Context: an optimization exercise on an open-source flow, tuned for a short achievable clock period and few clock cycles. The choices shown serve that exercise and are no tape-out recipe.
Where RTL was checked, it was by simulation tests only, not by an equivalence proof against the original.
Power and IR drop assume default switching activity.

==> flow/design.v <==
`timescale 1ns/100ps
package cache_pkg;
    localparam int cache_lines   = 8;
    localparam int line_words    = 8;
    localparam int byte_off_bits = 2;
    localparam int word_sel_bits = 3;
    localparam int index_bits    = 3;
    localparam int tag_bits      = 32 - index_bits - word_sel_bits - byte_off_bits;
    typedef logic [31:0]            word_t;
    typedef logic [31:0]            addr_t;
    typedef logic [tag_bits-1:0]    tag_t;
    typedef logic [index_bits-1:0]  index_t;
    typedef logic [word_sel_bits-1:0] word_sel_t;
    typedef struct packed {
        logic  write;
        addr_t addr;
        word_t wdata;
    } bus_req_t;
    typedef struct packed {
        logic      write;
        tag_t      tag;
        index_t    index;
        word_sel_t word;
        word_t     wdata;
        addr_t     addr;
    } cache_req_t;
    typedef enum logic [2:0] {
        idle,
        lookup,
        fill_req,
        fill_wait,
        write_req,
        write_wait,
        respond
    } ctrl_state_t;
endpackage
`timescale 1ns/100ps
`timescale 1ns/100ps
`timescale 1ns/100ps
`timescale 1ns/100ps
module cache_l1 (
    input  logic        clk,
    input  logic        rst_n,
    input  logic        cpu_req,
    input  logic        cpu_write,
    input  logic [31:0] cpu_addr,
    input  logic [31:0] cpu_wdata,
    output logic        cpu_ack,
    output logic [31:0] cpu_rdata,
    output logic        mem_req,
    output logic        mem_write,
    output logic [31:0] mem_addr,
    output logic [31:0] mem_wdata,
    input  logic        mem_ack,
    input  logic [31:0] mem_rdata
);
    logic [31:0]       data_q [0:63];    
    logic [7:0][23:0]  tag_q;
    logic [7:0]        valid;
    logic        idle;      
    logic        fill;      
    logic        wr;        
    logic [2:0]  cnt;       
    logic [2:0]  bw;        
    logic [26:0] h_line;    
    logic [1:0]  h_off;     
    logic        h_write;
    logic [31:0] h_wdata;
    logic        dw_en;     
    logic [5:0]  dw_sel;
    logic [31:0] dw_data;
    logic [2:0]  a_idx;
    logic [5:0]  a_wsel;
    logic [7:0]  line_hit;
    logic        hit;
    logic        accept;
    logic        beat;
    logic        acked;
    logic [31:0] rd_word;
    assign a_idx  = cpu_addr[7:5];
    assign a_wsel = cpu_addr[7:2];
    assign accept = idle && cpu_req;
    assign beat   = mem_req && mem_ack;
    assign acked  = !idle && !fill && !wr;
    always_comb begin
        for (int i = 0; i < 8; i++) begin
            line_hit[i] = valid[i] && (tag_q[i] == cpu_addr[31:8]);
        end
    end
    assign hit = line_hit[a_idx];
    assign rd_word = data_q[a_wsel];
    always_ff @(posedge clk or negedge rst_n) begin
        if (!rst_n) begin
            idle    <= 1'b1;
            fill    <= 1'b0;
            wr      <= 1'b0;
            cpu_ack <= 1'b0;
            mem_req <= 1'b0;
            dw_en   <= 1'b0;
            valid   <= '0;
        end else begin
            dw_en <= 1'b0;
            if (accept) begin
                idle <= 1'b0;
                if (cpu_write) begin
                    wr      <= 1'b1;
                    mem_req <= !mem_ack;
                    dw_en   <= hit;
                end else if (hit) begin
                    cpu_ack <= 1'b1;
                end else begin
                    fill    <= 1'b1;
                    mem_req <= !mem_ack;
                end
            end
            if (wr || fill) begin
                if (beat) begin
                    mem_req <= 1'b0;
                end else if (!mem_req && !mem_ack) begin
                    mem_req <= 1'b1;
                end
            end
            if (wr && beat) begin
                wr      <= 1'b0;
                cpu_ack <= 1'b1;
            end
            if (fill && beat) begin
                dw_en <= 1'b1;
                if (cnt == 3'd7) begin
                    fill    <= 1'b0;
                    cpu_ack <= 1'b1;
                    for (int i = 0; i < 8; i++) begin
                        if (h_line[2:0] == 3'(i)) begin
                            valid[i] <= 1'b1;
                        end
                    end
                end
            end
            if (acked && !cpu_req) begin
                cpu_ack <= 1'b0;
                idle    <= 1'b1;
            end
        end
    end
    always_ff @(posedge clk) begin
        if (accept) begin
            h_line  <= cpu_addr[31:5];
            h_off   <= cpu_write ? cpu_addr[1:0] : 2'b00;
            h_write <= cpu_write;
            h_wdata <= cpu_wdata;
            bw      <= cpu_addr[4:2];
            cnt     <= 3'd0;
        end else if (fill && beat) begin
            bw  <= bw + 3'd1;
            cnt <= cnt + 3'd1;
        end
        if (idle) begin
            mem_addr  <= {cpu_addr[31:2], cpu_write ? cpu_addr[1:0] : 2'b00};
            mem_write <= cpu_write;
            mem_wdata <= cpu_wdata;
        end else begin
            mem_addr  <= {h_line, (fill && beat) ? bw + 3'd1 : bw, h_off};
            mem_write <= h_write;
            mem_wdata <= h_wdata;
        end
        if (idle || fill) begin
            cpu_rdata <= rd_word;
        end
        for (int i = 0; i < 8; i++) begin
            if (fill && beat && cnt == 3'd7 && h_line[2:0] == 3'(i)) begin
                tag_q[i] <= h_line[26:3];
            end
        end
        dw_sel  <= idle ? a_wsel : {h_line[2:0], bw};
        dw_data <= idle ? cpu_wdata : mem_rdata;
        if (dw_en) begin
            data_q[dw_sel] <= dw_data;
        end
    end
endmodule
export LEC_CHECK = 0
export ABC_CLOCK_PERIOD_IN_PS = 2000
export CAP_MARGIN = 20
export CORE_MARGIN = 2
export CORE_UTILIZATION = 50
export SETUP_SLACK_MARGIN = 2.8
export SLEW_MARGIN = 20
create_clock -name core_clock -period 5.0 [get_ports {clk}]
standard.sh (not shown) runs the stock make flow with config.mk's settings and CLKGATE_MAP_FILE= SYNTH_SCRIPT=/design/flow/synth_recipe.tcl, a recipe that flattens the netlist after the stock synthesis.
==> flow/flow/run.sh <==
#!/bin/bash
# Standard layout, except that the port buffers are plain buffers, the
# resizer may pick any cell of the right function (not only the same
# footprint), so that the port buffers can be sized for speed, and the clock
# tree uses larger sink clusters (fewer, shorter buffer stages).
set -o pipefail
bash standard.sh MATCH_CELL_FOOTPRINT=0 \
  "BUFFER_PORTS_ARGS=-buffer_cell sky130_fd_sc_hd__buf_4" \
  "CTS_ARGS=-sink_clustering_enable -repair_clock_nets -sink_clustering_size 30 -sink_clustering_max_diameter 100" \
  finish > standard.log 2>&1
The baseline completed with no timing, DRC or antenna violations.
Testbench counts at the start, summed over its fixed seeds: cycles 91,480.
Rerun with:
--- a/flow/design.v
+++ b/flow/design.v
@@ -77,6 +77,7 @@
     logic        beat;
     logic        acked;
     logic [31:0] rd_word;
+    logic [31:0] rd_hold;    
     assign a_idx  = cpu_addr[7:5];
     assign a_wsel = cpu_addr[7:2];
     assign accept = idle && cpu_req;
@@ -163,9 +164,12 @@
             mem_write <= h_write;
             mem_wdata <= h_wdata;
         end
-        if (idle || fill) begin
-            cpu_rdata <= rd_word;
+        if (idle) begin
+            rd_hold <= rd_word;
+        end else if (fill && beat && cnt == 3'd0) begin
+            rd_hold <= mem_rdata;
         end
+        cpu_rdata <= idle ? rd_word : rd_hold;
         for (int i = 0; i < 8; i++) begin
             if (fill && beat && cnt == 3'd7 && h_line[2:0] == 3'(i)) begin
                 tag_q[i] <= h_line[26:3];
=> The new run produced a clean layout; power went up by 0.33%; clock power went down by about 2%; synthesized cell count went up by 4.4%; via count is about the same; flip-flop and latch count went up by 32; worst hold slack gets worse by 0.012 ns; final area went up by 0.93%.
Only the layout flow was run in the second run of this note; the RTL was not checked for function there.

==> what the ideal ports hide <==
The flow's constraints put no driver on any port. The routed layouts listed below were extracted and timed again, unchanged, in two steps. Step 1: set_driving_cell puts a clkbuf_16 on clk and a buf_2 on each other input, an assumption about the parent block. Step 2 adds t to the input delays and takes it off the output delays; t is the mean of the earliest and latest rising clock arrival at the registers after step 1. Input paths then give back, and output paths get back, about the clock's delay inside the block. Three values: no drivers, after step 1, after step 2; two values: the first two.
| run | t (ns) | setup slack, ns | clock arrival spread, ns |
|---|---|---|---|
| the first run | 0.836 | 2.385 / 2.194 / 1.359 | 0.052 / 0.053 |
| the second run | 0.841 | 2.102 / 1.941 / 1.099 | 0.048 / 0.047 |
After both steps setup and hold are still met in every run listed. The setup slack of the first run, which loses most, moves by -0.191 ns with the drivers and by -1.026 ns with both steps.
